What follows belongs to an exercise in optimizing a design on an open flow for small area; a production flow would make more cautious choices.
Function was checked by simulation only, so behaviour that the tests miss may differ from the original.
No activity file was given, so power comes from the tool's default toggle rates.

===== flow/design.v =====
`timescale 1ns/1ps
module riscvTop (
   input  logic        CLK,
   input  logic        RSTn,
   output logic        iMemCsn,
   output logic [11:0] iMemAddr,    
   input  logic [31:0] iMemData,
   output logic        dMemCsn,
   output logic [11:0] dMemAddr,    
   output logic [31:0] dMemDout,
   input  logic [31:0] dMemData,
   output logic        dMemWen,
   output logic        rfWe,
   output logic [4:0]  rfRa1,
   output logic [4:0]  rfRa2,
   output logic [4:0]  rfWa,
   input  logic [31:0] rfRd1,
   input  logic [31:0] rfRd2,
   output logic [31:0] rfWd,
   output logic        halt,
   output logic [31:0] numInst
);
   logic [9:0]  pc;       
   logic [3:0]  ph;
   logic        p2;
   logic [31:0] r;
   logic [3:0]  prev;
   logic        carry, eq;
   wire [31:0] ins = iMemData;
   wire [2:0]  f3  = ins[14:12];
   wire isJal   = ins[3];
   wire isLui   = ins[2] & ~ins[3];
   wire isSys   = ins[6] & ins[4];
   wire isBr    = ins[6] & ~ins[4] & ~ins[2];
   wire isLoad  = ~ins[5] & ~ins[4];
   wire isStore = ~ins[6] & ins[5] & ~ins[4];
   wire isImm   = ~ins[5] & ins[4];
   wire isAlu   = ~ins[6] & ins[4] & ~ins[2];    
   wire isReg   = isAlu & ins[5];
   wire regWr   = isAlu | isLui | isJal | isLoad;
   wire aluOp   = isAlu & ~p2;
   wire isSll   = aluOp & (f3 == 3'b001);
   wire isSrl   = aluOp & (f3 == 3'b101);
   wire isSlt   = aluOp & (f3 == 3'b010);
   wire isLogic = aluOp & f3[2] & (f3[1] | ~f3[0]);    
   wire isSub   = ~p2 & ((isReg & (f3 == 3'b000) & ins[30]) | (isAlu & (f3 == 3'b010)) | isBr);
   wire prime = (ph == 4'd15);
   wire wr    = (ph == 4'd8);
   wire [2:0] dig = ph[2:0];
   wire [4:0] shamt = isImm ? ins[24:20] : rfRd2[4:0];
   wire       frac  = |shamt[1:0];
   logic [4:0] off;
   logic [1:0] fs;
   always_comb begin
      off = 5'd0;
      fs  = 2'd0;
      if (isSrl) begin
         off = {2'b0, shamt[4:2]} + {4'd0, frac};
         fs  = -shamt[1:0];
      end else if (isSll) begin
         off = -{2'b0, shamt[4:2]};
         fs  = shamt[1:0];
      end
   end
   wire [4:0] idx = {ph[3], ph} + off;    
   wire       usePc   = isJal | p2;
   wire       inRange = (idx[4:3] == 2'b00) & ~isLui & ~usePc;
   logic [3:0] pcDig;
   always_comb begin
      case (dig)
         3'd0: pcDig = {pc[1:0], 2'b00};
         3'd1: pcDig = pc[5:2];
         3'd2: pcDig = pc[9:6];
         default: pcDig = 4'd0;
      endcase
   end
   wire [3:0] cur = inRange ? rfRd1[{idx[2:0], 2'b00} +: 4] : (usePc ? pcDig : 4'd0);
   wire [7:0] fun = {cur, prev};
   wire [3:0] opA;
   assign opA[0] = fun[4 - fs];
   assign opA[1] = fun[5 - fs];
   assign opA[2] = fun[6 - fs];
   assign opA[3] = fun[7 - fs];
   wire taken = isJal | (isBr & (eq ^ ins[12]));
   wire useS  = isStore | isBr;
   logic [3:0] immIS;
   always_comb begin
      case (dig)
         3'd0: immIS = useS ? ins[10:7] : ins[23:20];
         3'd1: immIS = {ins[27:25], useS ? ins[11] : ins[24]};
         3'd2: immIS = {p2 ? (isJal ? ins[20] : ins[7]) : ins[31], ins[30:28]};
         default: immIS = {4{ins[31]}};
      endcase
   end
   wire [3:0] immU   = (dig < 3'd3) ? 4'd0 : ins[{dig, 2'b00} +: 4];
   wire [3:0] four   = {1'b0, dig == 3'd0, 2'b00};
   wire [3:0] rs2Dig = rfRd2[{dig, 2'b00} +: 4];
   logic [3:0] opB;
   always_comb begin
      if (p2)                opB = taken ? immIS : four;
      else if (isReg | isBr) opB = rs2Dig;
      else if (isLui)        opB = immU;
      else if (isJal)        opB = four;
      else                   opB = immIS;
   end
   wire [3:0] bx = opB ^ {4{isSub}};
   logic [3:0] tt;
   always_comb begin
      if (isSll | isSrl) tt = 4'b1100;    
      else if (isSlt)    tt = 4'b0000;
      else if (isLogic)  tt = (f3[1:0] == 2'b00) ? 4'b0110 : (f3[0] ? 4'b1000 : 4'b1110);
      else               tt = 4'b0110;
   end
   wire arith = ~(isSll | isSrl | isSlt | isLogic);
   logic [4:0] c;
   logic [3:0] out;
   always_comb begin
      c[0] = carry;
      for (int i = 0; i < 4; i++) begin
         out[i]   = tt[{opA[i], bx[i]}] ^ (arith & c[i]);
         c[i + 1] = (opA[i] & bx[i]) | (c[i] & (opA[i] ^ bx[i]));
      end
   end
   wire b31 = isImm ? ins[31] : rfRd2[31];
   wire lt  = ~carry ^ rfRd1[31] ^ b31;
   wire p1dig = ~ph[3] & ~p2;
   always_ff @(posedge CLK) begin
      r     <= {out, r[31:4]};
      prev  <= cur;
      carry <= prime ? isSub : (~wr & c[4]);
      if (p1dig) eq <= ((dig == 3'd0) | eq) & (out == 4'd0);
   end
   wire last = p2 & (ph == 4'd2);
   always_ff @(posedge CLK) begin
      if (RSTn) begin
         ph   <= 4'd15;
         p2   <= 1'b0;
         pc   <= 10'd0;
         halt <= 1'b0;
      end else begin
         if (wr) begin
            ph <= 4'd0;
            p2 <= 1'b1;
         end else if (last) begin
            ph <= 4'd15;
            p2 <= 1'b0;
         end else
            ph <= ph + 4'd1;
         if (last && !isSys) pc <= {out, r[31:26]};
         if (wr && isSys) halt <= 1'b1;
      end
   end
   logic       cc, clr;
   wire        rot = p1dig & ~halt;
   wire [4:0]  inc = {1'b0, clr ? 4'd0 : numInst[3:0]} + {4'd0, (dig == 3'd0) | cc};
   always_ff @(posedge CLK) begin
      cc <= inc[4];
      if (rot) numInst <= {inc[3:0], numInst[31:4]};
      if (RSTn) clr <= 1'b1;
      else if (rot && dig == 3'd7) clr <= 1'b0;
   end
   assign iMemCsn  = 1'b0;
   assign iMemAddr = {pc, 2'b00};
   assign rfRa1    = ins[19:15];
   assign rfRa2    = ins[24:20];
   assign rfWa     = ins[11:7];
   assign rfWe     = wr & regWr & (ins[11:7] != 5'd0);
   assign rfWd     = isLoad ? dMemData : {r[31:1], r[0] | (isSlt & lt)};
   assign dMemCsn  = 1'b0;
   assign dMemWen  = ~(wr & isStore);
   assign dMemAddr = r[13:2];
   assign dMemDout = rfRd2;
endmodule

===== flow/flow/run.sh =====
#!/bin/bash
# Standard ORFS layout, except: port buffers are the smallest buffer (buf_1),
# and the clock tree is built from one large sink cluster without dummy loads.
set -euo pipefail
export BUFFER_PORTS_ARGS="-buffer_cell sky130_fd_sc_hd__buf_1"
export CTS_ARGS="-sink_clustering_enable -repair_clock_nets -buf_list sky130_fd_sc_hd__clkbuf_16 -sink_clustering_size 100 -sink_clustering_max_diameter 500 -dont_use_dummy_load"
bash standard.sh > standard_make.log 2>&1

===== flow/standard.sh =====
#!/bin/bash
# synth_recipe.tcl (not shown) runs the flow's synth.tcl, then flattens the netlist and writes it again
# the make line also repeats each setting of config.mk as NAME=value (left out here)
make -C /OpenROAD-flow-scripts/flow DESIGN_CONFIG=/design/flow/config.mk WORK_HOME=/design/flow/orfs CLKGATE_MAP_FILE= SYNTH_SCRIPT=/design/flow/synth_recipe.tcl "${@:-finish}"

===== flow/config.mk =====
export PLATFORM = sky130hd
export DESIGN_NAME = riscvTop
export DESIGN_NICKNAME = riscvTop
export VERILOG_FILES = /design/flow/design.v
export SDC_FILE = /design/flow/constraint.sdc
export NUM_CORES = 4
export LEC_CHECK = 0
export CAP_MARGIN = 20
export CORE_MARGIN = 2
export CORE_UTILIZATION = 40
export CTS_BUF_LIST = sky130_fd_sc_hd__clkbuf_8
export SLEW_MARGIN = 20

===== flow/constraint.sdc =====
create_clock -name core_clock -period 7.0 [get_ports {CLK}]
set_input_delay 1.4000 -clock core_clock [delete_from_list [all_inputs] [get_ports {CLK}]]
set_output_delay 1.4000 -clock core_clock [all_outputs]
set_load 0.01 [all_outputs]

==> reports/metrics.yaml, run 1 <==
clk_pin_slew_ns: 0.06
antenna_found_initial: 0
ys_async_sr_fraction_pct: 0
gp_congestion: 0.846
totalNegativeSetupSlack_ns: 0
fillers: 1382
hold_viol: 0
post-place-ws_ns: -0.234
layout.cells.non_filler: 980
first_pass_iters: 7
port_buffers: 263
avgSynthCellArea_sq_um: 10.2
yosysTopAreaCell: "dfxtp_1"
first_iter_violations: 277
die_x_microns: 125
critPathRequiredTime_ns: 7.10
clock_path_buffers: 2
crit_path_start: "iMemData[5]"
synthFlopType: "dfxtp_1"
hold_path_class: "reg -> reg"
worst_pin_slew_ns: 0.860
rsz0062_at_grt: "no"
setup_viol_count_final: 0
grt.total_usage_pct: 21.5
cts.sinks: 88
period_share_pct: 95.1
htreeDepth: 3
power_density_mw_per_mm2: 242
fmax_mhz: 150
routed_wl_microns: 16900
p_leak_nw: 2.67
final_nets: 950
vias: 5102
drv_slew: 0
drc: 0
synth.most_common_cell: "buf_4"
crit_type: "in -> reg"
ctsHoldBuffers: 0
design_area_sq_mm: 0.00706
dpl.cell_count: 970
wl_per_cell_microns: 17.2
ff2ff_setup_slack_ns: 1.44
die_y_microns: 125
relSlewSlack_pct: 42.6
whs_endpoint: "r[20]$_DFF_P_"
ir_drop_uv: 145
fin_skew_ns: 0.0207
die-area_sq_mm: 0.0156
drt.antenna.violating_nets: 0
reg2regPathDepth: 23
crit_path_max_fanout: 4
ys_top_cells_by_count: "64 x buf_4, 55 x dfxtp_1, 46 x nand2_1"
regArea_sq_mm: 0.00209
grt_pass1_wl_microns: 26500
synthTopCellsByArea: "dfxtp_1 19%, edfxtp_1 17%, buf_4 8.2%, mux4_2 8.1%, mux2_2 6.9%"
ios: 270
drive_above_1_share_pct: 16.0
rr_startpoint: "p2$_SDFFE_PP0P_"
critPathLaunchType: "input pin"
syn_to_final_growth_pct: 20.9
cp_data_arrival_time_ns: 6.75
cts_buffers: 9
ys_seq_area_share_pct: 35.8
hp-start: "r[24]$_DFF_P_"
fin_crit_ns: 6.65
yosys_register_bits: 88
outcome: "complete, no violations"
grt_overflow: 0
ys_types: 71
power.total_mw: 1.71
setup_slack_ns: 0.346
grt_pass1_vias: 5062
yosysWarnings: 1
viasPerCell: 5.21
post-dp-hpwl_microns: 13700
netlist.area_leader.share_pct: 18.9
synth_edf_count: 33
syn-instance-count: 571
antennaDiodeCount: 0
core_area_sq_mm: 0.0144
root_buffer: "clkbuf_16"
cp-end-kind: "register"
place_area_sq_mm: 0.00679
min_path_cells: 0
multiInputGateArea_sq_mm: 0.00315
cts_tree: "done"
row_count: 44
timing.rr.end: "eq$_DFFE_PP_"
initial_core_util_pct: 40.6
drv_cap: 0
grt_start_max_net_pins: 34
clk_latency_ns: 0.35
synth_area_sq_mm: 0.00584
registers in the layout, indices dropped and copies added, names as in the netlist:
signal and count:
p2 1, cc 1, carry 1, pc 10, ph 4, r 32
clr 1, halt 1, eq 1, numInst 32, prev 4
final cells by class:
cell class | instances | area share (%)
inverters | 18 | 0.957
multi-input cells | 379 | 44.6
clock buffers | 9 | 3.19
flip-flops and latches | 88 | 29.6
repair buffers | 302 | 18.3
well taps | 184 | 3.26
per-stage QoR:
stage               hold slack (ns)  utilization [%]
global route                  0.356             49.1
detailed placement            0.334             47.3
CTS                           0.349             48.9
floorplan                     0.327                -
global placement              0.330             47.3
finish                        0.347             49.1
cell usage in the layout (no fill, tap or decap), types with 20 or more instances in the layout:
master / n
a21oi_1: 24
ha_1: 20
buf_4: 38
nand2_1: 46
nor2_1: 37
buf_1: 263
mux2i_1: 26
mux4_2: 21
dfxtp_1: 55
mux2_2: 36
edfxtp_1: 33
worst max path at each step:
stage | to | slack (ns) | cells after the start
after floorplan | eq$_DFFE_PP_ | 0.08 | 27
after CTS | eq$_DFFE_PP_ | 0.13 | 27
final | eq$_DFFE_PP_ | 0.35 | 27
after global placement | eq$_DFFE_PP_ | -0.08 | 26
after detailed placement | eq$_DFFE_PP_ | -0.23 | 27
after global routing | eq$_DFFE_PP_ | 0.001 | 29
per-layer routing:
layer	global-route usage (%)	part of all wire (%)	vias to the layer above
met5	0	0	-
met4	6.47	1.5	0
met3	4.08	6.9	18
met2	36.6	48	212
met1	27.7	43	2419
li1	-	-	2453
worst max-delay path: stages:
cell      delay [ns]
buf_1           0.09
nand2b_2        0.19
mux2i_1         0.28
ha_1            0.22
nor2_1          0.06
ha_1            0.26
nand2b_1        0.14
o211a_1         0.14
ha_1            0.27
a21o_1          0.18
a21oi_2         0.15
xnor2_1         0.10
or4_4           0.47
o31ai_2         0.31
mux2i_1         0.14
or3b_1          0.40
o211ai_2        0.11
ha_1            0.26
a21o_1          0.18
a21o_1          0.20
a21o_1          0.19
and2_1          0.16
nand2b_1        0.15
mux2_2          0.29
mux2i_2         0.18
nor2_1          0.06
and4_1          0.19
cell families (layout without fill, tap and decap cells):
| family | after synthesis | in the layout | synth area share [%] |
|---|---|---|---|
| flops | 88 | 88 | 35.8 |
| buf+inv | 107 | 329 | 11.1 |
| compound gates | 96 | 96 | 11.6 |
| fa+ha+maj | 22 | 22 | 4.84 |
| other cells | 1 | 4 | 0.0642 |
| simple gates | 155 | 155 | 13.6 |
| xor+xnor | 17 | 17 | 3.00 |
| mux | 85 | 85 | 19.8 |
power by group:
part / switching (mW) / internal, mW
clock network: 0.176 / 0.226
logic: 0.329 / 0.259
registers: 0.0675 / 0.649
total: 0.572 / 1.13
what timing repair did:
item / 4_1_cts / 5_1_grt
resized for setup: 0 / 7
endpoints found under the setup margin: 0 / 4
setup buffers: 0 / 1
==> run 2: changes to the inputs <==
==> flow/flow/run.sh (replaced) <==
#!/bin/bash
# Standard ORFS layout, except that the port buffers are the smallest buffer
# (buf_1) instead of the cell buffer_ports picks by default; the resizer still
# upsizes any of them that timing, slew or capacitance need.
set -euo pipefail
export BUFFER_PORTS_ARGS="-buffer_cell sky130_fd_sc_hd__buf_1"
bash standard.sh > standard_make.log 2>&1
--- a/flow/config.mk
+++ b/flow/config.mk
@@ -10,3 +10,4 @@
 export CORE_UTILIZATION = 40
 export CTS_BUF_LIST = sky130_fd_sc_hd__clkbuf_8
+export GPL_TIMING_DRIVEN = 0
 export SLEW_MARGIN = 20
==> reports/metrics.yaml, run 2 <==
outcome: "complete, no violations"
period_share_pct: 95.6  # +0.58 points
crit_type: "in -> reg"
regArea_sq_mm: 0.00209  # unchanged
first_iter_violations: 291  # +5.1%
port_buffers: 258  # -1.9%
worst_pin_slew_ns: 0.987  # +0.128 ns
yosysWarnings: 1  # unchanged
grt.total_usage_pct: 22.7  # +1.2 points
antenna_found_initial: 0  # unchanged
power_density_mw_per_mm2: 232  # -3.9%
cp_slowest_cell: "fa_2"
drive_above_1_share_pct: 21.4  # +5.4 points
cts.sinks: 88  # unchanged
drv_cap: 0  # unchanged
synthFlopType: "dfxtp_1"
multiInputGateArea_sq_mm: 0.00320  # +1.7%
ys_async_sr_fraction_pct: 0  # unchanged
critPathLaunchType: "input pin"
grt_start_max_net_pins: 18  # -47%
die_x_microns: 125  # unchanged
synth_edf_count: 33  # unchanged
ir_drop_uv: 96.2  # -34%
die-area_sq_mm: 0.0156  # unchanged
clk_pin_slew_ns: 0.10  # +0.04 ns
layout.cells.non_filler: 1045  # +6.6%
dpl.cell_count: 1019  # +5.1%
mostFrequentLayoutCell: "buf_1"
ios: 270  # unchanged
synthTopCellsByArea: "dfxtp_1 19%, edfxtp_1 17%, buf_4 8.2%, mux4_2 8.1%, mux2_2 6.9%"
row_count: 44  # unchanged
htreeDepth: 3  # unchanged
setup_viol_count_final: 0  # unchanged
viasPerCell: 5.13  # -1.4%
ys_types: 71  # unchanged
setup_slack_ns: 0.305  # -0.0406 ns
core_area_sq_mm: 0.0144  # unchanged
cp-end-kind: "register"
syn-instance-count: 571  # unchanged
crit_path_max_fanout: 7  # +3
critPathRequiredTime_ns: 7.14  # +0.04 ns
path_common_cell: "a21o_1"
rsz0062_at_grt: "no"
post-place-ws_ns: -0.987  # -0.753 ns
vias: 5362  # +5.1%
totalNegativeSetupSlack_ns: 0  # unchanged
whs_ns: 0.348  # +0.00184 ns
root_buffer: "clkbuf_8"
fin_skew_ns: 0.0144  # -0.00630 ns
avgSynthCellArea_sq_um: 10.2  # unchanged
syn_to_final_growth_pct: 28.2
drc: 0  # unchanged
wl_per_cell_microns: 17.1  # -0.80%
ys_top_cells_by_count: "64 x buf_4, 55 x dfxtp_1, 46 x nand2_1"
clock_path_buffers: 2  # unchanged
fillers: 1411  # +2.1%
cts_buffers: 9  # unchanged
cp_slowest_stage_delay_ns: 0.39  # -0.08 ns
ctsHoldBuffers: 0  # unchanged
cts_tree: "done"
relSlewSlack_pct: 33.2  # -9.3 points
grt_pass1_vias: 5275  # +4.2%
yosys_register_bits: 88  # unchanged
reg.largest.list: "numInst (32), r (32), pc (10)"
yosysTopAreaCell: "dfxtp_1"
antennaDiodeCount: 0  # unchanged
ys_seq_area_share_pct: 35.8  # unchanged
drt.antenna.violating_nets: 0  # unchanged
netlist.area_leader.share_pct: 18.9  # unchanged
grt_overflow: 0  # unchanged
hold_path_class: "reg -> reg"
hold_viol: 0  # unchanged
fin_crit_ns: 6.69  # +0.0406 ns
cp_data_arrival_time_ns: 6.83  # +0.08 ns
initial_core_util_pct: 40.6  # unchanged
first_pass_iters: 4  # -3
grt_pass1_wl_microns: 28100  # +6.0%
routed_wl_microns: 17900  # +5.8%
p_leak_nw: 2.90  # +8.4%
fmax_mhz: 149  # -0.61%
drv_slew: 0  # unchanged
die_y_microns: 125  # unchanged
post-dp-hpwl_microns: 14700  # +7.6%
final_cell_mix: "259 x buf_1, 77 x buf_4, 55 x dfxtp_1"
final_nets: 1008  # +6.1%
clk_latency_ns: 0.38  # +0.03 ns
synth.most_common_cell: "buf_4"
synth_area_sq_mm: 0.00584  # unchanged
gp_congestion: 0.914  # +8.0%
run 2: cell counts after synthesis:
No cell type changed its count.
run 2: final timing paths:
path | startpoint | to | slack [ns] | cells past startpoint
min reg2reg | r[24]$_DFF_P_ | r[20]$_DFF_P_ | 0.35 | 0
max reg2reg | ph[1]$_SDFF_PP1_ | eq$_DFFE_PP_ | 1.33 | 22
max | iMemData[5] | eq$_DFFE_PP_ | 0.31 | 29
min | r[24]$_DFF_P_ | r[20]$_DFF_P_ | 0.35 | 0
run 2: cell type report:
| cell class | count | area share (%) |
|---|---|---|
| Buffer | 88 | 7.87 |
| Multi-Input combinational cell | 379 | 42.8 |
| Clock buffer | 9 | 1.66 |
| Clock inverter | 7 | 1.10 |
| Sequential cell | 88 | 28.0 |
| Timing Repair Buffer | 272 | 14.6 |
| Inverter | 18 | 0.903 |
| Tap cell | 184 | 3.08 |
run 2: logic make-up (layout without fill, tap and decap cells):
logic type / after synthesis / in the layout / share of synthesized area, %
buffers and inverters: 107 / 394 / 11.1
AND/OR/NAND/NOR: 155 / 155 / 13.6
adder cells (fa/ha/maj): 22 / 22 / 4.84
AO/OA/AOI/OAI: 96 / 96 / 11.6
other: 1 / 4 / 0.0642
multiplexers: 85 / 85 / 19.8
XOR/XNOR: 17 / 17 / 3.00
flip-flops: 88 / 88 / 35.8
run 2: report_power, final:
part	internal (mW)	switching, mW
Sequential	0.647	0.0669
Combinational	0.304	0.348
Clock	0.171	0.201
run 2: critical path, delay by kind of cell:
| family | cells | cell delay, ns |
|---|---|---|
| XOR/XNOR | 1 | 0.15 |
| adder cells (fa/ha/maj) | 4 | 1.10 |
| multiplexers | 6 | 1.32 |
| AO/OA/AOI/OAI | 6 | 1.17 |
| buffers and inverters | 4 | 0.47 |
| AND/OR/NAND/NOR | 8 | 1.24 |
run 2: routing by layer:
metal	wire [microns]	part of all wire (%)	global-route usage, %	vias up
li1	-	-	-	2579
met1	7710	43	29.2	2542
met2	8830	49	40.1	223
met3	1140	6.4	3.69	18
met4	177	0.99	5.36	0
met5	0	0	0	-
run 2: repair_timing:
action	4_1_cts	5_1_grt
buffers inserted	3	8
endpoints found under the setup margin	5	3
pin swaps	1	8
gates resized for setup	12	9
run 2: metrics by stage:
stage	cell area, sq um	power, mW	util [%]
final	7480	1.74	52.1
after global routing	7480	1.85	52.1
after CTS	7370	1.75	51.3
after detailed placement	7080	1.35	49.3
after global placement	7050	1.34	49.1
after floorplan	5850	1.13	-
==> run 3: changes to the inputs <==
--- a/flow/config.mk
+++ b/flow/config.mk
@@ -6,8 +6,8 @@
 export NUM_CORES = 4
 export LEC_CHECK = 0
-export CAP_MARGIN = 20
+export CAP_MARGIN = 5
 export CORE_MARGIN = 2
 export CORE_UTILIZATION = 40
 export CTS_BUF_LIST = sky130_fd_sc_hd__clkbuf_8
 export GPL_TIMING_DRIVEN = 0
-export SLEW_MARGIN = 20
+export SLEW_MARGIN = 5
==> reports/metrics.yaml, run 3 <==
outcome: "complete, no violations"
drive_above_1_share_pct: 21.2  # -0.18 points
final_cell_mix: "259 x buf_1, 74 x buf_4, 55 x dfxtp_1"
routed_wl_microns: 17800  # -0.25%
viasPerCell: 5.15  # +0.29%
place_area_sq_mm: 0.00707  # -0.11%
synth_edf_count: 33  # unchanged
avgSynthCellArea_sq_um: 10.2  # unchanged
synthTopCellsByArea: "dfxtp_1 19%, edfxtp_1 17%, buf_4 8.2%, mux4_2 8.1%, mux2_2 6.9%"
fin_crit_ns: 6.69  # -0.00503 ns
drc: 0  # unchanged
ctsHoldBuffers: 0  # unchanged
row_count: 44  # unchanged
period_share_pct: 95.6  # about the same
design_area_sq_mm: 0.00748  # unchanged
syn-instance-count: 571  # unchanged
grt_overflow: 0  # unchanged
clk_latency_ns: 0.37  # about the same
antenna_found_initial: 0  # unchanged
drv_slew: 0  # unchanged
timing.rr.end: "eq$_DFFE_PP_"
synth.most_common_cell: "buf_4"
first_iter_violations: 342  # +18%
yosysTopAreaCell: "dfxtp_1"
ios: 270  # unchanged
fillers: 1385  # -1.8%
critPathRequiredTime_ns: 7.13  # about the same
post-dp-hpwl_microns: 14700  # about the same
cp_data_arrival_time_ns: 6.82  # about the same
drv_cap: 0  # unchanged
hold_viol: 0  # unchanged
ys_top_cells_by_count: "64 x buf_4, 55 x dfxtp_1, 46 x nand2_1"
antennaDiodeCount: 0  # unchanged
ir_drop_uv: 124  # +29%
root_buffer: "clkbuf_8"
syn_to_final_growth_pct: 28.2  # unchanged
rr_startpoint: "ph[1]$_SDFF_PP1_"
fmax_mhz: 149  # about the same
netlist.area_leader.share_pct: 18.9  # unchanged
yosys_register_bits: 88  # unchanged
cp-end-kind: "register"
wl_per_cell_microns: 17.1  # about the same
port_buffers: 258  # unchanged
synthFlopType: "dfxtp_1"
crit_path_max_fanout: 5  # -2
critPathLaunchType: "input pin"
die_x_microns: 125  # unchanged
grt.total_usage_pct: 22.7  # about the same
htreeDepth: 3  # unchanged
ys_types: 71  # unchanged
fin_skew_ns: 0.0101  # -0.00430 ns
core_area_sq_mm: 0.0144  # unchanged
grt_pass1_vias: 5201  # -1.4%
vias: 5367  # +0.093%
gp_congestion: 0.914  # unchanged
whs_endpoint: "r[21]$_DFF_P_"
hold_path_class: "reg -> reg"
cts_buffers: 9  # unchanged
min_path_cells: 0  # unchanged
clock_path_buffers: 2  # unchanged
grt_start_max_net_pins: 17  # -1
crit_type: "in -> reg"
die_y_microns: 125  # unchanged
worst_pin_slew_ns: 1.01  # +0.0199 ns
ys_async_sr_fraction_pct: 0  # unchanged
finish.utilization_pct: 52.1  # unchanged
reg2regPathDepth: 22  # unchanged
yosysWarnings: 1  # unchanged
cts_tree: "done"
power_density_mw_per_mm2: 236  # +1.5%
first_pass_iters: 7  # +3
relSlewSlack_pct: 31.9  # -1.3 points
setup_viol_count_final: 0  # unchanged
hp-start: "r[25]$_DFF_P_"
reg.largest.list: "numInst (32), r (32), pc (10)"
ff2ff_setup_slack_ns: 1.40  # +0.07 ns
grt_pass1_wl_microns: 28000  # -0.52%
drt.antenna.violating_nets: 0  # unchanged
initial_core_util_pct: 40.6  # unchanged
cts.sinks: 88  # unchanged
die-area_sq_mm: 0.0156  # unchanged
mostFrequentLayoutCell: "buf_1"
clk_pin_slew_ns: 0.09  # about the same
final_nets: 1006  # -0.20%
ys_seq_area_share_pct: 35.8  # unchanged
p_leak_nw: 2.90  # about the same
synth_area_sq_mm: 0.00584  # unchanged
[run 3: cell counts after synthesis]
Identical to the previous run, type by type.
[run 3: where the power goes]
part	switching, mW	leakage [nW]	internal [mW]
clock	0.190	0.118	0.215
sequential	0.0663	0.763	0.647
combinational	0.346	2.02	0.301
total	0.602	2.90	1.16
[run 3: per-stage QoR]
stage / setup slack [ns] / hold WS (ns) / total power [mW] / std cells / setup TNS (ns)
finish: 0.310 / 0.356 / 1.76 / 1043 / 0
global route: -0.0117 / 0.358 / 1.88 / 1043 / -0.0117
CTS: 0.00165 / 0.355 / 1.78 / 1035 / 0
detailed placement: -0.972 / 0.336 / 1.35 / 1018 / -3.94
global placement: -0.889 / 0.331 / 1.34 / 1016 / -3.08
floorplan: 0.0774 / 0.327 / 1.13 / 574 / 0
[run 3: what timing repair did]
action | CTS | global route
pin swaps | 1 | 9
endpoints found under the setup margin | 5 | 3
buffers inserted | 2 | 8
gates resized for setup | 13 | 6
[run 3: final cells by class]
class                   count  area [sq um]  share of cell area (%)
plain buffers              88           586                    7.82
clock buffers              10           138                    1.84
clock inverters             6          95.1                    1.27
inverters                  18          67.6                   0.903
multi-input cells         379          3200                    42.8
flip-flops and latches     88          2090                    28.0
well taps                 184           230                    3.08
repair buffers            270          1080                    14.4
[run 3: critical path: stages]
cell and delay (ns):
buf_2 0.14, nand2b_1 0.13, buf_6 0.16, buf_4 0.13
mux2_2 0.37, ha_1 0.31, nand2b_1 0.14, o211a_1 0.16
ha_1 0.28, a21o_1 0.19, a21oi_2 0.14, xnor2_1 0.08
or4_4 0.49, o31ai_4 0.26, mux2i_1 0.14, or3b_1 0.38
o211ai_2 0.09, ha_1 0.26, a21o_1 0.18, a21o_1 0.19
a21o_1 0.19, and2_1 0.18, nand2b_1 0.14, mux2_2 0.27
mux2i_2 0.16, nor2_1 0.07, and4_1 0.20
[run 3: routing by layer]
layer	track usage, %	routed length [microns]
met1	28.8	7480
met3	4.51	1280
met2	39.6	8850
met4	5.82	208
met5	0	0
[run 3: cell families (layout without fill, tap and decap cells)]
logic type / count (synthesis) / count (layout) / share of synthesized area, %
AND/OR/NAND/NOR: 155 / 155 / 13.6
buffers and inverters: 107 / 392 / 11.1
AO/OA/AOI/OAI: 96 / 96 / 11.6
flip-flops: 88 / 88 / 35.8
multiplexers: 85 / 85 / 19.8
adder cells (fa/ha/maj): 22 / 22 / 4.84
XOR/XNOR: 17 / 17 / 3.00
other: 1 / 4 / 0.0642
[run 3: worst max-delay path by stage]
stage,from,end
3_3_place_gp,iMemData[5],eq$_DFFE_PP_
6_report,iMemData[5],eq$_DFFE_PP_
2_1_floorplan,iMemData[5],eq$_DFFE_PP_
3_5_place_dp,iMemData[5],eq$_DFFE_PP_
4_1_cts,iMemData[5],eq$_DFFE_PP_
5_1_grt,iMemData[5],eq$_DFFE_PP_
==> run 4: changes to the inputs <==
--- a/flow/config.mk
+++ b/flow/config.mk
@@ -6,8 +6,7 @@
 export NUM_CORES = 4
 export LEC_CHECK = 0
-export CAP_MARGIN = 5
+export CAP_MARGIN = 20
 export CORE_MARGIN = 2
 export CORE_UTILIZATION = 40
 export CTS_BUF_LIST = sky130_fd_sc_hd__clkbuf_8
-export GPL_TIMING_DRIVEN = 0
-export SLEW_MARGIN = 5
+export SLEW_MARGIN = 20
==> reports/metrics.yaml, run 4 <==
outcome: "complete, no violations"
viasPerCell: 5.19  # +0.77%
final_nets: 950  # -5.6%
p_leak_nw: 2.68  # -7.5%
synthTopCellsByArea: "dfxtp_1 19%, edfxtp_1 17%, buf_4 8.2%, mux4_2 8.1%, mux2_2 6.9%"
ys_async_sr_fraction_pct: 0  # unchanged
crit_buf_inv: 1  # -2
rsz0062_at_grt: "no"
layout.cells.non_filler: 987  # -5.4%
worst_pin_slew_ns: 0.874  # -0.133 ns
hold_viol: 0  # unchanged
synthFlopType: "dfxtp_1"
ys_top_cells_by_count: "64 x buf_4, 55 x dfxtp_1, 46 x nand2_1"
ir_drop_uv: 103  # -18%
p_sw_share_pct: 34.4  # +0.29 points
cp_slowest_cell: "or4_4"
avgSynthCellArea_sq_um: 10.2  # unchanged
cp-end-kind: "register"
setup_viol_count_final: 0  # unchanged
critPathLaunchType: "input pin"
design_area_sq_mm: 0.00703  # -6.0%
grt_start_max_net_pins: 34  # +17
crit_type: "in -> reg"
post-place-ws_ns: -0.234  # +0.737 ns
routed_wl_microns: 16900  # -5.3%
die_x_microns: 125  # unchanged
setup_slack_ns: 0.371  # +0.0611 ns
place_area_sq_mm: 0.00679  # -3.9%
clk_latency_ns: 0.37  # about the same
cts_tree: "done"
ys_seq_area_share_pct: 35.8  # unchanged
relSlewSlack_pct: 40.9  # +9.0 points
period_share_pct: 94.7  # -0.87 points
ios: 270  # unchanged
yosys_register_bits: 88  # unchanged
post-dp-hpwl_microns: 13700  # -7.1%
seq_power_share_pct: 42.4  # +2.0 points
p_comb_share_pct: 34.6  # -2.0 points
grtUsageMet3_pct: 4.98  # +0.47 points
core_area_sq_mm: 0.0144  # unchanged
grt_use_met2_pct: 36.8  # -2.8 points
fmax_mhz: 151  # +0.92%
mostFrequentLayoutCell: "buf_1"
internal_power_mw: 1.11  # -4.8%
grt_use_met1_pct: 27.6  # -1.2 points
clock_path_buffers: 2  # unchanged
yosysTopAreaCell: "dfxtp_1"
grt_pass1_wl_microns: 26600  # -5.1%
hold_path_class: "reg -> reg"
synth.most_common_cell: "buf_4"
grt_pass1_vias: 5072  # -2.5%
drive_above_1_share_pct: 16.3  # -4.9 points
p_switching_mw: 0.580  # -3.6%
drv_cap: 0  # unchanged
drt.antenna.violating_nets: 0  # unchanged
root_buffer: "clkbuf_8"
die_y_microns: 125  # unchanged
drc: 0  # unchanged
syn-instance-count: 571  # unchanged
cts_buffers: 9  # unchanged
dpl.cell_count: 970  # -4.7%
die-area_sq_mm: 0.0156  # unchanged
first_iter_violations: 266  # -22%
busiest_layer: "met2"
critPathRequiredTime_ns: 7.13  # about the same
fin_skew_ns: 0.0131  # +0.00300 ns
power_density_mw_per_mm2: 240  # +1.7%
cpLargestDelayFamily: "simple AND/OR/NAND/NOR gates"
wl_per_cell_microns: 17.1  # +0.10%
first_pass_iters: 6  # -1
cts.sinks: 88  # unchanged
netlist.area_leader.share_pct: 18.9  # unchanged
clock_power_share_pct: 23.0  # about the same
drv_slew: 0  # unchanged
initial_core_util_pct: 40.6  # unchanged
grt.total_usage_pct: 21.5  # -1.2 points
synth_area_sq_mm: 0.00584  # unchanged
fin_crit_ns: 6.63  # -0.0611 ns
reg.largest.list: "numInst (32), r (32), pc (10)"
cp_data_arrival_time_ns: 6.76  # -0.06 ns
final_cell_mix: "263 x buf_1, 55 x dfxtp_1, 46 x nand2_1"
row_count: 44  # unchanged
clk_pin_slew_ns: 0.09  # about the same
synth_edf_count: 33  # unchanged
antenna_found_initial: 0  # unchanged
crit_path_max_fanout: 4  # -1
syn_to_final_growth_pct: 20.5
power.total_mw: 1.69  # -4.4%
cp_slowest_stage_delay_ns: 0.47  # -0.02 ns
gp_congestion: 0.846  # -7.4%
htreeDepth: 3  # unchanged
ys_types: 71  # unchanged
yosysWarnings: 1  # unchanged
port_buffers: 263  # +1.9%
grt_overflow: 0  # unchanged
antennaDiodeCount: 0  # unchanged
vias: 5118  # -4.6%
[run 4: cell families (layout without fill, tap and decap cells)]
kind of cell             count (synthesis)  count (layout)  synth area share [%]
AO/OA/AOI/OAI                           96              96                  11.6
XOR/XNOR                                17              17                  3.00
adder cells (fa/ha/maj)                 22              22                  4.84
buffers and inverters                  107             336                  11.1
flip-flops                              88              88                  35.8
multiplexers                            85              85                  19.8
other                                    1               4                0.0642
AND/OR/NAND/NOR                        155             155                  13.6
[run 4: routing by layer]
metal / up-vias / routed length [microns] / part of all wire (%)
li1: 2459 / - / -
met5: - / 0 / 0
met2: 222 / 8110 / 48
met4: 0 / 200 / 1.2
met1: 2425 / 7340 / 43
met3: 12 / 1230 / 7.3
[run 4: area by class of cell]
class	instances	area, sq um
fillers	1384	7330
multi-input cells	379	3130
flip-flops and latches	88	2090
repair buffers	302	1290
well taps	184	230
clock buffers	9	124
clock inverters	7	93.8
inverters	18	67.6
[run 4: power by group through the flow]
stage | Combinational, mW | Sequential [mW] | Clock [mW]
6_report | 0.583 | 0.715 | 0.389
5_1_grt | 0.642 | 0.728 | 0.421
4_1_cts | 0.587 | 0.717 | 0.402
3_5_place_dp | 0.586 | 0.727 | 0
3_3_place_gp | 0.581 | 0.721 | 0
2_1_floorplan | 0.413 | 0.717 | 0
[run 4: per-stage QoR]
stage / hold WS, ns / util, % / setup TNS (ns)
after floorplan: 0.327 / - / 0
after global placement: 0.330 / 47.3 / -0.0778
after detailed placement: 0.334 / 47.3 / -0.552
after CTS: 0.353 / 48.8 / 0
after global routing: 0.361 / 49.0 / 0
final: 0.352 / 49.0 / 0
[run 4: path summary, 6_finish.rpt]
kind | startpoint | end | slack (ns) | depth (start not counted)
min | r[24]$_DFF_P_ | r[20]$_DFF_P_ | 0.35 | 0
max reg2reg | p2$_SDFFE_PP0P_ | eq$_DFFE_PP_ | 1.42 | 23
min reg2reg | r[24]$_DFF_P_ | r[20]$_DFF_P_ | 0.35 | 0
max | iMemData[5] | eq$_DFFE_PP_ | 0.37 | 27
[run 4: worst register-to-register path: stages, from the launching register on]
cell,delay [ns]
dfxtp_1,0.31
buf_4,0.21
nor4b_4,0.46
and3b_1,0.27
o211a_1,0.18
ha_1,0.23
a21o_1,0.19
a21oi_2,0.15
xnor2_1,0.10
or4_4,0.47
o31ai_2,0.31
mux2i_1,0.14
or3b_1,0.40
o211ai_2,0.11
ha_1,0.26
a21o_1,0.18
a21o_1,0.20
a21o_1,0.19
and2_1,0.16
nand2b_1,0.15
mux2_2,0.29
mux2i_2,0.17
nor2_1,0.06
and4_1,0.19
[run 4: what timing repair did]
item                                    4_1_cts  5_1_grt
hold buffers                                  0        0
endpoints found under the setup margin        0        4
buffers inserted                              0        1
resized for setup                             0        5
==> run 5: changes to the inputs <==
==> flow/flow/run.sh (replaced) <==
#!/bin/bash
# Standard ORFS layout with two changes:
#  - ABC maps the combinational logic for area (flow/abc_area.script) instead
#    of ORFS's delay-oriented script; everything else in synthesis, including
#    the flip-flops and their names, is unchanged;
#  - the port buffers are the smallest buffer (buf_1); the resizer still
#    upsizes any that timing, slew or capacitance need.
set -euo pipefail
rm -rf scripts_local
cp -r "$FLOW_HOME/scripts" scripts_local
cp flow/abc_area.script scripts_local/abc_speed.script
export SCRIPTS_DIR="$PWD/scripts_local"
export BUFFER_PORTS_ARGS="-buffer_cell sky130_fd_sc_hd__buf_1"
bash standard.sh > standard_make.log 2>&1
==> flow/flow/abc_area.script (new file) <==
strash
dch
amap
strash
dch -f
amap
topo
stime -c
==> reports/metrics.yaml, run 5 <==
synthTopCellsByArea: "dfxtp_1 21%, edfxtp_1 19%, buf_4 9.2%, o22a_1 8.0%, o22ai_1 7.0%"
antennaDiodeCount: 0  # unchanged
rsz0062_at_grt: "no"
root_buffer: "clkbuf_8"
die-area_sq_mm: 0.0137  # -12%
synthFlopType: "dfxtp_1"
ys_seq_area_share_pct: 40.8  # +5.0 points
grt.total_usage_pct: 23.3  # +1.9 points
mostFrequentLayoutCell: "buf_1"
cts_tree: "done"
relSlewSlack_pct: 48.3  # +7.4 points
power_density_mw_per_mm2: 237  # -1.1%
ios: 270  # unchanged
reg2regPathDepth: 31  # +35%
drive_above_1_share_pct: 8.93  # -7.4 points
final_cell_mix: "263 x buf_1, 61 x nor2_1, 55 x dfxtp_1"
fillers: 1249  # -9.8%
p_sw_share_pct: 33.7  # -0.68 points
whs_ns: 0.351  # -0.00113 ns
grt_pass1_vias: 4691  # -7.5%
design_area_sq_mm: 0.00649  # -7.8%
grt_use_met1_pct: 27.6  # -0.057 points
final_nets: 976  # +2.7%
htreeDepth: 3  # unchanged
drt.antenna.violating_nets: 0  # unchanged
antenna_found_initial: 0  # unchanged
ctsHoldBuffers: 0  # unchanged
p_comb_share_pct: 31.4  # -3.2 points
grt_start_max_net_pins: 35  # +2.9%
worst_pin_slew_ns: 0.770  # -0.104 ns
fin_crit_ns: 6.44  # -0.188 ns
place_area_sq_mm: 0.00618  # -9.0%
hold_viol: 0  # unchanged
first_pass_iters: 4  # -2
yosysTopAreaCell: "dfxtp_1"
internal_power_mw: 1.02  # -7.8%
fin_skew_ns: 0.00732  # -0.00578 ns
wl_per_cell_microns: 17.1  # about the same
cp-end-kind: "register"
clock_path_buffers: 2  # unchanged
critPathRequiredTime_ns: 7.21  # +0.08 ns
timing.rr.end: "pc[9]$_SDFFE_PP0P_"
cp_data_arrival_time_ns: 6.65  # -0.11 ns
clk_pin_slew_ns: 0.08  # about the same
synth_edf_count: 33  # unchanged
busiest_layer: "met2"
syn_to_final_growth_pct: 26.5
crit_type: "in -> reg"
vias: 5341  # +4.4%
crit_buf_inv: 6  # +5
cp_num_cells: 38  # +41%
seq_power_share_pct: 44.7  # +2.3 points
cts.sinks: 88  # unchanged
ys_top_cells_by_count: "63 x buf_4, 63 x nor2_1, 57 x o22ai_1"
crit_path_max_fanout: 6  # +2
grt_pass1_wl_microns: 24200  # -8.9%
cpLargestDelayFamily: "compound AO/OA/AOI/OAI gates"
drv_slew: 0  # unchanged
grt_overflow: 0  # unchanged
worstSetupEndpoint: "pc[9]$_SDFFE_PP0P_"
ys_types: 38  # -46%
core_area_sq_mm: 0.0126  # -13%
clk_latency_ns: 0.35  # -0.02 ns
setup_viol_count_final: 0  # unchanged
min_path_cells: 0  # unchanged
power.total_mw: 1.54  # -8.8%
yosysWarnings: 1  # unchanged
hold_path_class: "reg -> reg"
cp_slowest_stage_delay_ns: 0.31  # -0.16 ns
outcome: "complete, no violations"
synth_area_sq_mm: 0.00513  # -12%
grtUsageMet3_pct: 3.04  # -1.9 points
drv_cap: 0  # unchanged
syn-instance-count: 569  # -0.35%
p_switching_mw: 0.519  # -11%
die_x_microns: 117  # -6.1%
ff2ff_setup_slack_ns: 1.75  # +0.33 ns
avgSynthCellArea_sq_um: 9.01  # -12%
port_buffers: 263  # unchanged
ys_async_sr_fraction_pct: 0  # unchanged
clock_power_share_pct: 23.8  # +0.8 points
totalNegativeSetupSlack_ns: 0  # unchanged
gp_congestion: 0.963  # +14%
grt_use_met2_pct: 42.8  # +6.0 points
crit_path_start: "iMemData[4]"
yosys_register_bits: 88  # unchanged
cts_buffers: 9  # unchanged
critPathLaunchType: "input pin"
finish.utilization_pct: 51.6  # +2.7 points
initial_core_util_pct: 40.8  # +0.18 points
multiInputGateArea_sq_mm: 0.00248  # -21%
first_iter_violations: 297  # +12%
regArea_sq_mm: 0.00209  # unchanged
p_leak_nw: 2.31  # -14%
netlist.area_leader.share_pct: 21.5  # +2.6 points
rr_startpoint: "p2$_SDFFE_PP0P_"
row_count: 41  # -6.8%
cp_slowest_cell: "ha_1"
post-dp-hpwl_microns: 13800  # +0.74%
die_y_microns: 117  # -6.1%
routed_wl_microns: 17100  # +1.5%
drc: 0  # unchanged
fmax_mhz: 155  # +2.9%
ir_drop_uv: 122  # +19%
reg.largest.list: "numInst (32), r (32), pc (10)"
path_common_cell: "nor2_1"
viasPerCell: 5.34  # +2.9%
period_share_pct: 92.0  # -2.7 points
-- run 5: worst min-delay path by stage --
stage                     slack, ns     startpoint       endpoint
after floorplan                0.33  r[14]$_DFF_P_  r[10]$_DFF_P_
after global placement         0.34  r[20]$_DFF_P_  r[16]$_DFF_P_
after detailed placement       0.34  r[20]$_DFF_P_  r[16]$_DFF_P_
after CTS                      0.35  r[20]$_DFF_P_  r[16]$_DFF_P_
after global routing           0.36  r[20]$_DFF_P_  r[16]$_DFF_P_
final                          0.35  r[20]$_DFF_P_  r[16]$_DFF_P_
-- run 5: kinds of logic after synthesis --
kind of cell / synth area share, %
and+or+nand+nor: 10.6
other: 0.0731
adders and majority gates: 5.51
buffers and inverters: 13.0
DFF: 40.8
AOI/OAI and AO/OA: 30.0
-- run 5: through the flow --
stage / setup slack, ns / instances
after CTS: 0.244 / 1001
after floorplan: 0.189 / 572
after global placement: -0.0584 / 985
final: 0.559 / 1001
after global routing: 0.0336 / 1001
after detailed placement: -0.0881 / 985
-- run 5: repair_timing --
action	in CTS	in global routing
buffers inserted	0	0
setup endpoints to repair	0	7
resized for setup	0	20
-- run 5: area by class of cell --
class / instances / area share, %
Tap cell: 172 / 3.32
Sequential cell: 88 / 32.2
Clock inverter: 7 / 1.35
Inverter: 52 / 3.01
Timing Repair Buffer: 304 / 20.0
Multi-Input combinational cell: 369 / 38.2
Clock buffer: 9 / 1.91
-- run 5: power by group through the flow --
| stage | logic, mW | clock network (mW) | registers, mW |
|---|---|---|---|
| 6_report | 0.484 | 0.367 | 0.688 |
| 2_1_floorplan | 0.312 | 0 | 0.696 |
| 4_1_cts | 0.478 | 0.377 | 0.690 |
| 5_1_grt | 0.539 | 0.399 | 0.701 |
| 3_3_place_gp | 0.473 | 0 | 0.697 |
| 3_5_place_dp | 0.475 | 0 | 0.701 |
-- run 5: routing by layer --
metal  vias to the layer above  routed length (microns)  share of wire (%)
li1                       2624                        -                  -
met1                      2458                     7060                 41
met5                         -                        0                  0
met3                        24                     1050                6.1
met4                         0                      453                2.6
met2                       235                     8560                 50
==> run 6: changes to the inputs <==
--- a/flow/design.v
+++ b/flow/design.v
@@ -50,20 +50,22 @@
    wire [4:0] shamt = isImm ? ins[24:20] : rfRd2[4:0];
    wire       frac  = |shamt[1:0];
-   logic [4:0] off;
+   logic [4:0] first;    
    logic [1:0] fs;
    always_comb begin
-      off = 5'd0;
-      fs  = 2'd0;
+      first = 5'h1f;
+      fs    = 2'd0;
       if (isSrl) begin
-         off = {2'b0, shamt[4:2]} + {4'd0, frac};
-         fs  = -shamt[1:0];
+         first = {2'b0, shamt[4:2]} + {4'd0, frac} - 5'd1;
+         fs    = -shamt[1:0];
       end else if (isSll) begin
-         off = -{2'b0, shamt[4:2]};
-         fs  = shamt[1:0];
+         first = ~{2'b0, shamt[4:2]};
+         fs    = shamt[1:0];
       end
    end
-   wire [4:0] idx = {ph[3], ph} + off;    
+   logic [4:0] ri;
+   wire  setup = (ph == 4'd14);
+   always_ff @(posedge CLK) ri <= setup ? first : ri + 5'd1;
    wire       usePc   = isJal | p2;
-   wire       inRange = (idx[4:3] == 2'b00) & ~isLui & ~usePc;
+   wire       inRange = (ri[4:3] == 2'b00) & ~isLui & ~usePc;
    logic [3:0] pcDig;
    always_comb begin
@@ -75,5 +77,5 @@
       endcase
    end
-   wire [3:0] cur = inRange ? rfRd1[{idx[2:0], 2'b00} +: 4] : (usePc ? pcDig : 4'd0);
+   wire [3:0] cur = inRange ? rfRd1[{ri[2:0], 2'b00} +: 4] : (usePc ? pcDig : 4'd0);
    wire [7:0] fun = {cur, prev};
    wire [3:0] opA;
@@ -134,5 +136,5 @@
    always_ff @(posedge CLK) begin
       if (RSTn) begin
-         ph   <= 4'd15;
+         ph   <= 4'd14;
          p2   <= 1'b0;
          pc   <= 10'd0;
@@ -143,5 +145,5 @@
             p2 <= 1'b1;
          end else if (last) begin
-            ph <= 4'd15;
+            ph <= 4'd14;
             p2 <= 1'b0;
          end else
--- a/flow/flow/run.sh
+++ b/flow/flow/run.sh
@@ -12,3 +12,4 @@
 export SCRIPTS_DIR="$PWD/scripts_local"
 export BUFFER_PORTS_ARGS="-buffer_cell sky130_fd_sc_hd__buf_1"
+export CTS_ARGS="-sink_clustering_enable -repair_clock_nets -buf_list sky130_fd_sc_hd__clkbuf_8 -dont_use_dummy_load"
 bash standard.sh > standard_make.log 2>&1
==> reports/metrics.yaml, run 6 <==
drv_slew: 0  # unchanged
syn-instance-count: 556  # -2.3%
crit_type: "in -> reg"
whs_ns: 0.335  # -0.0152 ns
crit_buf_inv: 9  # +3
cp_slowest_stage_delay_ns: 0.44  # +0.13 ns
cts.sinks: 93  # +5.7%
die-area_sq_mm: 0.0138  # +0.52%
period_share_pct: 88.4  # -3.6 points
drc: 0  # unchanged
path_common_cell: "clkinv_1"
ys_seq_area_share_pct: 42.5  # +1.7 points
post-place-ws_ns: 0.550  # +0.638 ns
multiInputGateArea_sq_mm: 0.00232  # -6.3%
fin_skew_ns: 0.0299  # +0.0226 ns
initial_core_util_pct: 40.9  # +0.052 points
hold_viol: 0  # unchanged
synth.most_common_cell: "buf_4"
rsz0062_at_grt: "no"
wl_per_cell_microns: 17.2  # +0.63%
netlist.area_leader.share_pct: 23.3  # +1.8 points
grt_pass1_wl_microns: 25600  # +5.7%
fin_crit_ns: 6.19  # -0.251 ns
cp_num_cells: 25  # -34%
viasPerCell: 5.47  # +2.5%
critPathRequiredTime_ns: 7.18  # -0.03 ns
vias: 5210  # -2.5%
die_y_microns: 118  # +0.26%
grt_start_max_net_pins: 34  # -2.9%
drv_cap: 0  # unchanged
core_area_sq_mm: 0.0126  # +0.41%
post-dp-hpwl_microns: 13100  # -4.8%
synthFlopType: "dfxtp_1"
ys_top_cells_by_count: "63 x buf_4, 60 x dfxtp_1, 54 x nor2_1"
relSlewSlack_pct: 41.9  # -6.4 points
cp_data_arrival_time_ns: 6.37  # -0.28 ns
worstSetupEndpoint: "eq$_DFFE_PP_"
drt.antenna.violating_nets: 0  # unchanged
crit_path_max_fanout: 7  # +1
reg2regPathDepth: 27  # -13%
mostFrequentLayoutCell: "buf_1"
power_density_mw_per_mm2: 258  # +8.6%
routed_wl_microns: 16400  # -4.2%
grt.total_usage_pct: 23.2  # -0.13 points
antenna_found_initial: 0  # unchanged
regArea_sq_mm: 0.00219  # +4.8%
gp_congestion: 0.896  # -6.9%
ir_drop_uv: 152  # +24%
first_pass_iters: 4  # unchanged
critPathLaunchType: "input pin"
cts_buffers: 9  # unchanged
yosysWarnings: 1  # unchanged
cp_slowest_cell: "o21ai_0"
root_buffer: "clkbuf_8"
fillers: 1280  # +2.5%
final_nets: 931  # -4.6%
grt_overflow: 0  # unchanged
hold_path_class: "reg -> reg"
die_x_microns: 118  # +0.26%
yosysTopAreaCell: "dfxtp_1"
first_iter_violations: 328  # +10%
timing.rr.end: "eq$_DFFE_PP_"
avgSynthCellArea_sq_um: 9.27  # +2.9%
ys_async_sr_fraction_pct: 0  # unchanged
outcome: "complete, no violations"
cts_tree: "done"
setup_viol_count_final: 0  # unchanged
reg.largest.list: "numInst (32), r (32), pc (10)"
fmax_mhz: 162  # +4.1%
synth_area_sq_mm: 0.00516  # +0.54%
synthTopCellsByArea: "dfxtp_1 23%, edfxtp_1 19%, buf_4 9.2%, o22a_1 7.8%, o22ai_1 5.2%"
setup_slack_ns: 0.811  # +0.251 ns
p_leak_nw: 2.11  # -8.9%
ff2ff_setup_slack_ns: 1.73  # -0.02 ns
port_buffers: 263  # unchanged
synth_edf_count: 33  # unchanged
clk_pin_slew_ns: 0.10  # +0.02 ns
worst_pin_slew_ns: 0.866  # +0.0961 ns
drive_above_1_share_pct: 3.07  # -5.9 points
cpLargestDelayFamily: "compound AO/OA/AOI/OAI gates"
ctsHoldBuffers: 0  # unchanged
crit_path_start: "iMemData[4]"
ys_types: 34  # -11%
yosys_register_bits: 93  # +5.7%
row_count: 41  # unchanged
final_cell_mix: "263 x buf_1, 60 x dfxtp_1, 53 x nor2_1"
grt_pass1_vias: 4855  # +3.5%
cts_setup_buffers: 0  # unchanged
cts_resized: 0  # unchanged
antennaDiodeCount: 0  # unchanged
totalNegativeSetupSlack_ns: 0  # unchanged
rr_startpoint: "ph[0]$_SDFF_PP0_"
clock_path_buffers: 2  # unchanged
htreeDepth: 3  # unchanged
ios: 270  # unchanged
syn_to_final_growth_pct: 18.8
cp-end-kind: "register"
clk_latency_ns: 0.36  # about the same
run 6: cell count changes after synthesis, sizes merged, moves of 4 or more:
cell,previous run,this run
a221oi,5,1
a21oi,24,30
a22oi,20,26
nand2,30,21
nor2,63,54
o21ai,20,12
o22ai,57,43
o221ai,7,19
dfxtp,55,60
nand3,5,9
run 6: final cells by class:
cell class | instances | share of cell area [%]
clock buffer | 9 | 2.02
inverter | 50 | 3.06
multi-input combinational | 353 | 37.9
sequential | 93 | 35.8
tap | 172 | 3.51
timing repair buffer | 276 | 17.7
run 6: layer usage:
| metal | track usage [%] | vias to the layer above | share of wire, % | wire length, microns |
|---|---|---|---|---|
| met2 | 39.0 | 257 | 47 | 7670 |
| met3 | 4.75 | 28 | 7.6 | 1240 |
| met4 | 7.98 | 0 | 2.4 | 396 |
| met1 | 29.7 | 2389 | 43 | 7090 |
| met5 | 0 | - | 0 | 0 |
| li1 | - | 2536 | - | - |
run 6: worst min path at each step:
stage / start / endpoint / slack (ns) / depth (start not counted)
after CTS: r[28]$_DFF_P_ / r[24]$_DFF_P_ / 0.34 / 0
after detailed placement: r[24]$_DFF_P_ / r[20]$_DFF_P_ / 0.34 / 0
after global placement: r[16]$_DFF_P_ / r[12]$_DFF_P_ / 0.33 / 0
after global routing: r[28]$_DFF_P_ / r[24]$_DFF_P_ / 0.34 / 0
final: r[28]$_DFF_P_ / r[24]$_DFF_P_ / 0.34 / 0
after floorplan: r[14]$_DFF_P_ / r[10]$_DFF_P_ / 0.33 / 0
run 6: cells by family after synthesis:
logic type / synth area share (%)
AOI/OAI and AO/OA: 30.4
and+or+nand+nor: 9.88
buffers and inverters: 12.8
DFF: 42.5
adders and majority gates: 4.37
other: 0.0727
run 6: per-stage QoR:
stage | utilization (%) | cell area [sq um] | power (mW) | std cells
floorplan | - | 5170 | 1.14 | 559
global placement | 47.6 | 6000 | 1.30 | 944
detailed placement | 47.6 | 6000 | 1.31 | 944
CTS | 48.5 | 6130 | 1.59 | 953
global route | 48.5 | 6130 | 1.68 | 953
finish | 48.5 | 6130 | 1.58 | 953
run 6: power breakdown:
part | internal [mW] | switching (mW)
clock network | 0.115 | 0.162
registers | 0.663 | 0.0810
logic | 0.231 | 0.326
total | 1.01 | 0.569
==> run 7: changes to the inputs <==
--- a/flow/flow/run.sh
+++ b/flow/flow/run.sh
@@ -12,4 +12,3 @@
 export SCRIPTS_DIR="$PWD/scripts_local"
 export BUFFER_PORTS_ARGS="-buffer_cell sky130_fd_sc_hd__buf_1"
-export CTS_ARGS="-sink_clustering_enable -repair_clock_nets -buf_list sky130_fd_sc_hd__clkbuf_8 -dont_use_dummy_load"
 bash standard.sh > standard_make.log 2>&1
==> reports/metrics.yaml, run 7 <==
drv_cap: 0  # unchanged
finish.utilization_pct: 49.1  # +0.54 points
avgSynthCellArea_sq_um: 9.27  # unchanged
clk_pin_slew_ns: 0.10  # about the same
rsz0062_at_grt: "no"
fmax_mhz: 161  # about the same
viasPerCell: 5.43  # -0.63%
first_pass_iters: 5  # +1
grtUsageMet3_pct: 4.75  # unchanged
clock_path_buffers: 2  # unchanged
antennaDiodeCount: 0  # unchanged
drc: 0  # unchanged
worst_pin_slew_ns: 0.870  # +0.00359 ns
cp_data_arrival_time_ns: 6.39  # +0.02 ns
die-area_sq_mm: 0.0138  # unchanged
syn-instance-count: 556  # unchanged
core_area_sq_mm: 0.0126  # unchanged
totalNegativeSetupSlack_ns: 0  # unchanged
ys_async_sr_fraction_pct: 0  # unchanged
crit_path_max_fanout: 7  # unchanged
cts_tree: "done"
ir_drop_uv: 153  # +0.32%
initial_core_util_pct: 40.9  # unchanged
ys_seq_area_share_pct: 42.5  # unchanged
cts_resized: 0  # unchanged
relSlewSlack_pct: 41.7  # -0.24 points
syn_to_final_growth_pct: 20.1
p_leak_nw: 2.14  # +1.5%
setup_slack_ns: 0.808  # -0.00261 ns
die_x_microns: 118  # unchanged
mostFrequentLayoutCell: "buf_1"
grt_start_max_net_pins: 34  # unchanged
final_nets: 931  # unchanged
final_cell_mix: "263 x buf_1, 60 x dfxtp_1, 53 x nor2_1"
grt_use_met1_pct: 29.6  # -0.12 points
ys_types: 34  # unchanged
synthTopCellsByArea: "dfxtp_1 23%, edfxtp_1 19%, buf_4 9.2%, o22a_1 7.8%, o22ai_1 5.2%"
period_share_pct: 88.5  # about the same
outcome: "complete, no violations"
htreeDepth: 3  # unchanged
power_density_mw_per_mm2: 265  # +3.0%
clk_latency_ns: 0.35  # about the same
synth.most_common_cell: "buf_4"
grt.total_usage_pct: 23.1  # -0.083 points
ys_top_cells_by_count: "63 x buf_4, 60 x dfxtp_1, 54 x nor2_1"
gp_congestion: 0.896  # unchanged
grt_overflow: 0  # unchanged
synth_edf_count: 33  # unchanged
cts_buffers: 9  # unchanged
vias: 5215  # +0.096%
antenna_found_initial: 0  # unchanged
wl_per_cell_microns: 17.0  # -0.98%
crit_type: "in -> reg"
drive_above_1_share_pct: 3.93  # +0.86 points
hold_viol: 0  # unchanged
cts_setup_buffers: 0  # unchanged
row_count: 41  # unchanged
die_y_microns: 118  # unchanged
grt_use_met2_pct: 39.2  # +0.18 points
port_buffers: 263  # unchanged
netlist.area_leader.share_pct: 23.3  # unchanged
fin_crit_ns: 6.19  # +0.00261 ns
busiest_layer: "met2"
first_iter_violations: 280  # -15%
synthFlopType: "dfxtp_1"
cp-end-kind: "register"
whs_ns: 0.357  # +0.0215 ns
yosys_register_bits: 93  # unchanged
reg.largest.list: "numInst (32), r (32), pc (10)"
setup_viol_count_final: 0  # unchanged
critPathLaunchType: "input pin"
critPathRequiredTime_ns: 7.19  # about the same
synth_area_sq_mm: 0.00516  # unchanged
yosysWarnings: 1  # unchanged
root_buffer: "clkbuf_8"
cts.sinks: 93  # unchanged
grt_pass1_vias: 4859  # +0.082%
drt.antenna.violating_nets: 0  # unchanged
fin_skew_ns: 0.0125  # -0.0175 ns
yosysTopAreaCell: "dfxtp_1"
grt_pass1_wl_microns: 25600  # unchanged
post-dp-hpwl_microns: 13100  # unchanged
hold_path_class: "reg -> reg"
drv_slew: 0  # unchanged
routed_wl_microns: 16400  # -0.26%
ctsHoldBuffers: 0  # unchanged
ios: 270  # unchanged
post-place-ws_ns: 0.550  # unchanged
-- run 7: cell counts after synthesis --
No cell type changed its count.
-- run 7: logic make-up after synthesis --
group | synth area share (%)
other | 0.0727
AO/OA/AOI/OAI | 30.4
adder cells (fa/ha/maj) | 4.37
AND/OR/NAND/NOR | 9.88
flip-flops | 42.5
buffers and inverters | 12.8
-- run 7: per-stage QoR --
step / cell area (sq um) / instances / power, mW
6_report: 6190 / 960 / 1.64
5_1_grt: 6190 / 960 / 1.75
4_1_cts: 6190 / 960 / 1.66
3_5_place_dp: 6000 / 944 / 1.31
3_3_place_gp: 6000 / 944 / 1.30
2_1_floorplan: 5170 / 559 / 1.14
-- run 7: critical path, cell delays in order --
cell and delay [ns]:
buf_1 0.25, clkinv_1 0.19, nor2_1 0.13, buf_4 0.15, clkinv_1 0.14, o22ai_1 0.24
ha_1 0.27, o21ai_0 0.45, clkinv_1 0.25, ha_1 0.38, clkinv_1 0.12, nor2_1 0.06
o32ai_1 0.30, clkinv_1 0.15, ha_1 0.31, a21oi_1 0.20, clkinv_1 0.08, a21oi_1 0.19
clkinv_1 0.08, a21oi_1 0.20, nor2_1 0.09, nor2_1 0.10, a21oi_1 0.08, or3_1 0.39
nor3_1 0.16
-- run 7: cell type report --
class / instances / area [sq um]
repair buffers: 276 / 1080
clock inverters: 5 / 40.0
well taps: 172 / 215
fillers: 1274 / 6430
multi-input cells: 353 / 2320
flip-flops and latches: 93 / 2190
clock buffers: 11 / 151
inverters: 50 / 188
-- run 7: path summary, 6_finish.rpt --
check,cells after the start,slack (ns),end,startpoint
min reg2reg,0,0.36,r[16]$_DFF_P_,r[20]$_DFF_P_
max,25,0.81,eq$_DFFE_PP_,iMemData[4]
max reg2reg,27,1.72,eq$_DFFE_PP_,ph[0]$_SDFF_PP0_
min,0,0.36,r[16]$_DFF_P_,r[20]$_DFF_P_
-- run 7: layer usage --
metal | vias up | part of all wire [%]
li1 | 2544 | -
met3 | 27 | 7.0
met4 | 0 | 2.4
met2 | 250 | 47
met5 | - | 0
met1 | 2394 | 43
-- run 7: where the power goes --
| part | total (mW) | switching, mW | internal, mW |
|---|---|---|---|
| Clock | 0.342 | 0.189 | 0.152 |
| Combinational | 0.558 | 0.327 | 0.231 |
| Sequential | 0.744 | 0.0811 | 0.663 |
==> run 8: changes to the inputs <==
--- a/flow/flow/run.sh
+++ b/flow/flow/run.sh
@@ -12,3 +12,4 @@
 export SCRIPTS_DIR="$PWD/scripts_local"
 export BUFFER_PORTS_ARGS="-buffer_cell sky130_fd_sc_hd__buf_1"
+export CTS_ARGS="-repair_clock_nets -buf_list sky130_fd_sc_hd__clkbuf_16 -dont_use_dummy_load"
 bash standard.sh > standard_make.log 2>&1
==> reports/metrics.yaml, run 8 <==
outcome: "complete, no violations"
finish.utilization_pct: 49.3  # +0.27 points
antennaDiodeCount: 0  # unchanged
hold_viol: 0  # unchanged
synth_edf_count: 33  # unchanged
yosys_register_bits: 93  # unchanged
grt_pass1_vias: 4852  # -0.14%
routed_wl_microns: 16400  # +0.25%
path_common_cell: "clkinv_1"
die-area_sq_mm: 0.0138  # unchanged
cp_data_arrival_time_ns: 6.37  # -0.02 ns
drive_above_1_share_pct: 3.07  # -0.86 points
cts.sinks: 93  # unchanged
syn_to_final_growth_pct: 20.8
ys_top_cells_by_count: "63 x buf_4, 60 x dfxtp_1, 54 x nor2_1"
drt.antenna.violating_nets: 0  # unchanged
final_cell_mix: "263 x buf_1, 60 x dfxtp_1, 53 x nor2_1"
ff2ff_setup_slack_ns: 1.73  # about the same
avgSynthCellArea_sq_um: 9.27  # unchanged
crit_type: "in -> reg"
cts_tree: "done"
clock_path_buffers: 2  # unchanged
power_density_mw_per_mm2: 273  # +3.1%
cts_setup_buffers: 0  # unchanged
cts_resized: 0  # unchanged
post-dp-hpwl_microns: 13100  # unchanged
p_leak_nw: 2.15  # +0.66%
yosysTopAreaCell: "dfxtp_1"
whs_ns: 0.350  # -0.00670 ns
crit_path_max_fanout: 7  # unchanged
wl_per_cell_microns: 17.2  # +0.99%
initial_core_util_pct: 40.9  # unchanged
vias: 5200  # -0.29%
fin_crit_ns: 6.21  # +0.0136 ns
totalNegativeSetupSlack_ns: 0  # unchanged
clk_latency_ns: 0.33  # -0.02 ns
min_path_cells: 0  # unchanged
core_area_sq_mm: 0.0126  # unchanged
drv_slew: 0  # unchanged
ir_drop_uv: 152  # -0.24%
clk_pin_slew_ns: 0.07  # -0.03 ns
synthTopCellsByArea: "dfxtp_1 23%, edfxtp_1 19%, buf_4 9.2%, o22a_1 7.8%, o22ai_1 5.2%"
port_buffers: 263  # unchanged
cpLargestDelayFamily: "compound AO/OA/AOI/OAI gates"
viasPerCell: 5.46  # +0.44%
reg2regPathDepth: 27  # unchanged
grt_pass1_wl_microns: 25600  # about the same
setup_viol_count_final: 0  # unchanged
gp_congestion: 0.896  # unchanged
reg.largest.list: "numInst (32), r (32), pc (10)"
synth.most_common_cell: "buf_4"
htreeDepth: 3  # unchanged
first_iter_violations: 265  # -5.4%
grt_start_max_net_pins: 34  # unchanged
rsz0062_at_grt: "no"
cts_buffers: 9  # unchanged
fin_skew_ns: 0.0201  # +0.00760 ns
cp-end-kind: "register"
grt.total_usage_pct: 23.1  # about the same
netlist.area_leader.share_pct: 23.3  # unchanged
hold_path_class: "reg -> reg"
ys_seq_area_share_pct: 42.5  # unchanged
ys_async_sr_fraction_pct: 0  # unchanged
relSlewSlack_pct: 42.0  # +0.35 points
cp_slowest_cell: "o21ai_0"
synthFlopType: "dfxtp_1"
die_x_microns: 118  # unchanged
fmax_mhz: 161  # -0.22%
power.total_mw: 1.70  # +3.6%
hp-start: "r[28]$_DFF_P_"
first_pass_iters: 5  # unchanged
row_count: 41  # unchanged
critPathLaunchType: "input pin"
mostFrequentLayoutCell: "buf_1"
cp_num_cells: 25  # unchanged
final_nets: 931  # unchanged
period_share_pct: 88.7  # +0.19 points
drc: 0  # unchanged
ios: 270  # unchanged
worst_pin_slew_ns: 0.865  # -0.00524 ns
syn-instance-count: 556  # unchanged
drv_cap: 0  # unchanged
whs_endpoint: "r[24]$_DFF_P_"
rr_startpoint: "ph[0]$_SDFF_PP0_"
timing.rr.end: "eq$_DFFE_PP_"
crit_buf_inv: 9  # unchanged
ctsHoldBuffers: 0  # unchanged
die_y_microns: 118  # unchanged
root_buffer: "clkbuf_16"
grt_overflow: 0  # unchanged
synth_area_sq_mm: 0.00516  # unchanged
yosysWarnings: 1  # unchanged
antenna_found_initial: 0  # unchanged
cp_slowest_stage_delay_ns: 0.44  # about the same
critPathRequiredTime_ns: 7.16  # -0.03 ns
ys_types: 34  # unchanged
[run 8: cell counts after synthesis]
Identical to the previous run, type by type.
[run 8: area by class of cell]
type	count	area, sq um
Tap cell	172	215
Multi-Input combinational cell	353	2320
Fill cell	1264	6390
Clock buffer	9	225
Timing Repair Buffer	276	1080
Inverter	50	188
Sequential cell	93	2190
[run 8: through the flow]
stage	std cells	setup slack (ns)	area, sq um
after detailed placement	944	0.550	6000
after global placement	944	0.584	6000
final	953	0.794	6230
after global routing	953	0.374	6230
after floorplan	559	1.38	5170
after CTS	953	0.847	6230
[run 8: per-layer routing]
metal  up-vias  track usage (%)  share of wire (%)
met5         -                0                  0
met3        26             4.31                7.4
met2       259             39.0                 47
met1      2378             29.8                 43
met4         0             7.98                2.0
li1       2537                -                  -
[run 8: worst max path at each step]
stage	from	to	slack (ns)
after floorplan	iMemData[4]	eq$_DFFE_PP_	1.38
after global placement	iMemData[4]	eq$_DFFE_PP_	0.58
after detailed placement	iMemData[4]	eq$_DFFE_PP_	0.55
after CTS	iMemData[4]	eq$_DFFE_PP_	0.85
after global routing	iMemData[4]	eq$_DFFE_PP_	0.37
final	iMemData[4]	eq$_DFFE_PP_	0.79
[run 8: cell families (layout without fill, tap and decap cells)]
family	after synthesis	in the layout	share of synthesized area [%]
other cells	1	4	0.0727
fa+ha+maj	18	18	4.37
flops	93	93	42.5
simple gates	116	116	9.88
compound gates	215	215	30.4
buf+inv	113	335	12.8
[run 8: where the power goes]
part	internal, mW	switching, mW	leakage, nW
sequential	0.664	0.0810	0.802
clock	0.226	0.174	0.111
combinational	0.231	0.326	1.24
[run 8: worst reg2reg max path, stage by stage (launching register included)]
cell and delay, ns:
dfxtp_1 0.29, buf_4 0.22, clkinv_1 0.13, ha_1 0.15, clkinv_1 0.07, nor2_1 0.64, nor3_1 0.15, clkinv_1 0.12
nor2_1 0.08, a21oi_1 0.23, nor2_1 0.07, nor4_1 0.29, a31oi_1 0.08, o21ai_0 0.26, nor2_1 0.07, nor2b_1 0.24
clkinv_1 0.15, ha_1 0.30, a21oi_1 0.20, clkinv_1 0.08, a21oi_1 0.19, clkinv_1 0.08, a21oi_1 0.20, nor2_1 0.09
nor2_1 0.10, a21oi_1 0.08, or3_1 0.39, nor3_1 0.16

Re-timed with assumed drivers on the ports (clkbuf_16 on the clock, buf_2 on other inputs), run 8 has 0.802 ns of setup slack against 0.794 ns with ideal ports, and 0.436 ns once port delays also move by the mid clock arrival of 0.366 ns.
